This is an optimization exercise on Yosys and OpenROAD, whose aim is small area, not a production implementation. Only simulation tests tie the RTL to the original design; equivalence was not proved. Power is estimated from default activity; no workload was simulated.

== wip/onyx ==
// rename_regfile
module rename_regfile
#(
    parameter int NREG  = rf_pkg::DEF_NREG,
    parameter int XLEN  = rf_pkg::DEF_XLEN,
    parameter int TAG_W = rf_pkg::DEF_TAG_W,
    parameter int IDX_W = $clog2(NREG)
) (
    input  logic             clk,
    input  logic             rst,
    input  logic             flush,
    input  logic             disp_valid,
    output logic             disp_ready,
    input  logic [IDX_W-1:0] disp_rs1,
    input  logic [IDX_W-1:0] disp_rs2,
    input  logic [IDX_W-1:0] disp_rd,
    input  logic [TAG_W-1:0] disp_tag,
    input  logic             cm_valid,
    input  logic [IDX_W-1:0] cm_rd,
    input  logic [TAG_W-1:0] cm_tag,
    input  logic [XLEN-1:0]  cm_data,
    output logic             op_valid,
    input  logic             op_ready,
    output logic [XLEN-1:0]  op_v1,
    output logic [XLEN-1:0]  op_v2,
    output logic [TAG_W-1:0] op_q1,
    output logic [TAG_W-1:0] op_q2,
    output logic             op_busy1,
    output logic             op_busy2,
    output logic [TAG_W-1:0] op_tag
);
export LEC_CHECK = 0
export CAP_MARGIN = 0
export CORE_MARGIN = 2
export CORE_UTILIZATION = 58
export PLACE_DENSITY = 0.68
export SLEW_MARGIN = 0
export SYNTH_HIERARCHICAL = 1
create_clock -name core_clock -period 5.5 [get_ports {clk}]
standard.sh (not shown) runs the stock make flow with config.mk's settings and CLKGATE_MAP_FILE= SYNTH_SCRIPT=/design/flow/synth_recipe.tcl, a recipe that flattens the netlist after the stock synthesis.
==> flow/flow/run.sh <==
#!/bin/bash
# Standard layout, with smaller port buffers and a clock tree of clkbuf_8 without dummy loads.
set -euo pipefail
bash standard.sh \
  'BUFFER_PORTS_ARGS=-buffer_cell sky130_fd_sc_hd__buf_1' \
  'CTS_ARGS=-sink_clustering_enable -repair_clock_nets -dont_use_dummy_load -sink_clustering_size 16 -sink_clustering_max_diameter 50 -buf_list {sky130_fd_sc_hd__clkbuf_8}' \
  finish > flow_standard.log 2>&1
wip/onyx: full flow OK, the timing, design-rule and antenna checks passed
Modified inputs, wip/xenon compared to wip/onyx
Settings: CORE_UTILIZATION now 52, was 58; PLACE_DENSITY now 0.62, was 0.68.
==> flow/flow/run.sh <==
#!/bin/bash
# Standard layout, with smaller port buffers and a clock tree of large leaf buffers without dummy loads.
set -euo pipefail
bash standard.sh \
  'BUFFER_PORTS_ARGS=-buffer_cell sky130_fd_sc_hd__buf_1' \
  'CTS_ARGS=-sink_clustering_enable -repair_clock_nets -dont_use_dummy_load -sink_clustering_size 28 -sink_clustering_max_diameter 100 -buf_list {sky130_fd_sc_hd__clkbuf_16}' \
  finish > flow_standard.log 2>&1
==> results.txt <==
Relative to wip/onyx, the non-clock buffer count of wip/xenon is lower by 18. wip/xenon vs. wip/onyx: post-layout worst setup margin shows an increase of 4.4 ps; wire length grew by about 4.5%; post-place instance area now sits higher. Time the final worst path needs with I/O delays and setup down 4.4 ps in wip/xenon wrt wip/onyx. Looking at CTS H-tree depth, wip/xenon sits 2 lower than wip/onyx does. Cmp wip/xenon and wip/onyx / vertical die dimension / lower: wip/onyx. Re clock latency on the worst-skew pair: wip/onyx was higher than wip/xenon. NOTE count of filler cells inserted in the layout wip/onyx->wip/xenon increased by more than 10%. Summary of wip/xenon over wip/onyx: worst slack on hold paths decreased 150 ps; part of the power in the clock network decreased 2.6 points.
The inputs of wip/tundra differ from those of wip/xenon as listed below.
Settings: CORE_UTILIZATION now 58, was 52; PLACE_DENSITY now 0.68, was 0.62.
==> flow/flow/run.sh <==
#!/bin/bash
# Standard layout, with smaller port buffers and a clock tree of clkbuf_4 without dummy loads.
set -euo pipefail
bash standard.sh \
  'BUFFER_PORTS_ARGS=-buffer_cell sky130_fd_sc_hd__buf_1' \
  'CTS_ARGS=-sink_clustering_enable -repair_clock_nets -dont_use_dummy_load -sink_clustering_size 8 -sink_clustering_max_diameter 40 -buf_list {sky130_fd_sc_hd__clkbuf_4}' \
  finish > flow_standard.log 2>&1
--- outcome ---
- wip/tundra ended with less count of standard-cell rows than wip/xenon.
- [compare] base=wip/xenon new=wip/tundra: sequential share of layout area held steady; final weighted congestion in routability-driven placement rose by about 3.6%; post-layout instance count excluding filler cells now sits lower; effective utilization at floorplan higher.
- Final net count grows by a few percent when moving from wip/xenon to wip/tundra.
- The final standard cell area without fillers was comparable across wip/xenon and wip/tundra.
- The source of the critical timing path comes out cm_rd[2] in one run and cm_rd[4] in the other, namely in wip/xenon and wip/tundra respectively.
- In wip/tundra the die area turned out 10% lower than in wip/xenon.
- wip/tundra: switching part of the total power 1.1 points above wip/xenon
- As far as post-layout minimum cycle time is concerned, wip/xenon and wip/tundra perform about the same.
- Cmp wip/xenon and wip/tundra / longest individual stage delay on the worst path / higher: wip/xenon

---

Another version of the RTL of rename_regfile (not shown whole).
Size: ~4,500 cells after synthesis, about 1,300 flip-flops, ~150 I/O pins.
==> flow/design.v (excerpt) <==
module rename_regfile
#(
    parameter int NREG  = rf_pkg::DEF_NREG,
    parameter int XLEN  = rf_pkg::DEF_XLEN,
    parameter int TAG_W = rf_pkg::DEF_TAG_W,
    parameter int IDX_W = $clog2(NREG)
) (
    input  logic             clk,
    input  logic             rst,
    input  logic             flush,
    input  logic             disp_valid,
    output logic             disp_ready,
    input  logic [IDX_W-1:0] disp_rs1,
    input  logic [IDX_W-1:0] disp_rs2,
    input  logic [IDX_W-1:0] disp_rd,
    input  logic [TAG_W-1:0] disp_tag,
    input  logic             cm_valid,
    input  logic [IDX_W-1:0] cm_rd,
    input  logic [TAG_W-1:0] cm_tag,
    input  logic [XLEN-1:0]  cm_data,
    output logic             op_valid,
    input  logic             op_ready,
    output logic [XLEN-1:0]  op_v1,
    output logic [XLEN-1:0]  op_v2,
    output logic [TAG_W-1:0] op_q1,
    output logic [TAG_W-1:0] op_q2,
    output logic             op_busy1,
    output logic             op_busy2,
    output logic [TAG_W-1:0] op_tag
);
Settings: LEC_CHECK=0, CAP_MARGIN=0, CORE_MARGIN=2, CORE_UTILIZATION=50, CTS_BUF_LIST=sky130_fd_sc_hd__clkbuf_8, CTS_CLUSTER_DIAMETER=50, CTS_CLUSTER_SIZE=12, PLACE_DENSITY=0.6, SLEW_MARGIN=0, SYNTH_HIERARCHICAL=1; clock period 5.5 ns.
==> flow/flow/run.sh <==
#!/bin/bash
# Standard layout, with smaller port buffers and a clock tree without dummy loads.
set -euo pipefail
bash standard.sh \
  'BUFFER_PORTS_ARGS=-buffer_cell sky130_fd_sc_hd__buf_1' \
  'CTS_ARGS=-sink_clustering_enable -repair_clock_nets -dont_use_dummy_load -sink_clustering_size 12 -sink_clustering_max_diameter 50 -buf_list {sky130_fd_sc_hd__clkbuf_8}' \
  finish > flow_standard.log 2>&1
Edit:
==> flow/run.sh (new file) <==
#!/bin/bash
# synth_recipe.tcl (not shown) runs the flow's synth.tcl, then flattens the netlist and writes it again
# the make line also repeats each setting of config.mk as NAME=value (left out here)
make -C /OpenROAD-flow-scripts/flow DESIGN_CONFIG=/design/flow/config.mk WORK_HOME=/design/flow/orfs CLKGATE_MAP_FILE= SYNTH_SCRIPT=/design/flow/synth_recipe.tcl finish
removed: flow/flow/run.sh
removed: flow/standard.sh
Power increases by 6.2%.
Wire length decreases by 1.0%.
Clock skew decreases by 15 ps.

---

rename_regfile, a different RTL version from the one above (not shown whole).
Size: ~4500 cells after synthesis, about 1200 flip-flops, roughly 150 I/O pins, roughly 52000 um2 of cells after synthesis.
==> flow/design.v (excerpt) <==
module rename_regfile
#(
    parameter int NREG  = rf_pkg::DEF_NREG,
    parameter int XLEN  = rf_pkg::DEF_XLEN,
    parameter int TAG_W = rf_pkg::DEF_TAG_W,
    parameter int IDX_W = $clog2(NREG)
) (
    input  logic             clk,
    input  logic             rst,
    input  logic             flush,
    input  logic             disp_valid,
    output logic             disp_ready,
    input  logic [IDX_W-1:0] disp_rs1,
    input  logic [IDX_W-1:0] disp_rs2,
    input  logic [IDX_W-1:0] disp_rd,
    input  logic [TAG_W-1:0] disp_tag,
    input  logic             cm_valid,
    input  logic [IDX_W-1:0] cm_rd,
    input  logic [TAG_W-1:0] cm_tag,
    input  logic [XLEN-1:0]  cm_data,
    output logic             op_valid,
    input  logic             op_ready,
    output logic [XLEN-1:0]  op_v1,
    output logic [XLEN-1:0]  op_v2,
    output logic [TAG_W-1:0] op_q1,
    output logic [TAG_W-1:0] op_q2,
    output logic             op_busy1,
    output logic             op_busy2,
    output logic [TAG_W-1:0] op_tag
);
Settings: LEC_CHECK=0, CAP_MARGIN=0, CORE_MARGIN=2, CORE_UTILIZATION=48, PLACE_DENSITY=0.58, SLEW_MARGIN=0, SYNTH_HIERARCHICAL=1; clock period 5.5 ns.
==> flow/flow/run.sh <==
#!/bin/bash
# Standard layout, with smaller port buffers and a clock tree of large leaf buffers without dummy loads.
set -euo pipefail
bash standard.sh \
  'BUFFER_PORTS_ARGS=-buffer_cell sky130_fd_sc_hd__buf_1' \
  'CTS_ARGS=-sink_clustering_enable -repair_clock_nets -dont_use_dummy_load -sink_clustering_size 28 -sink_clustering_max_diameter 100 -buf_list {sky130_fd_sc_hd__clkbuf_16}' \
  finish > flow_standard.log 2>&1
The first run finished with timing, DRC and antenna clean.
Change:
- CORE_UTILIZATION: 48 -> 52
- PLACE_DENSITY: 0.58 -> 0.62
Effect:
- core utilization went up by 4.3 points
- synthesized cell count is unchanged
- via count went up by a few percent
- global-route usage went up by 5.1 points
- critical path depth does not change
- non-clock buffer count went up by 41
- clock power barely changes
- worst hold slack improves by 5.4 ps

==> port drivers added, routing unchanged <==
Ports are ideal in the flow. The routed layouts listed here were re-timed in OpenROAD.
Step 1 sets driving cells, clkbuf_16 on the clock port and buf_2 on the other inputs (assumed; they add their load-dependent delay and slew).
Step 2, shift: input delay + t, output delay - t, t = (earliest + latest rising clock arrival at the registers) / 2. This alone moves slack from input paths to output paths.
a / b / c = no drivers / after step 1 / after step 2; a / b = the first two.
| run | t, ns | setup WS [ns] | cell pins on the clock port's net |
|---|---|---|---|
| wip/onyx | 0.903 | 0.194 / 0.145 / 0.145 | 1 |
| wip/xenon | 0.762 | 0.198 / 0.157 / 0.157 | 1 |
| wip/tundra | 1.287 | 0.197 / 0.143 / 0.143 | 1 |
| the first run of note 2 | 0.910 | 0.213 / 0.182 / 0.182 | 1 |
| the second run of note 2 | 0.911 | 0.194 / 0.177 / 0.085 | 1 |
| the first run of note 3 | 0.766 | 0.277 / 0.255 / 0.255 | 1 |
| the second run of note 3 | 0.770 | 0.139 / 0.116 / 0.116 | 1 |
After both steps every run listed still meets setup and hold. For the second run of note 2, which loses most, drivers alone change the setup slack by -0.017 ns; drivers and shift together by -0.109 ns.
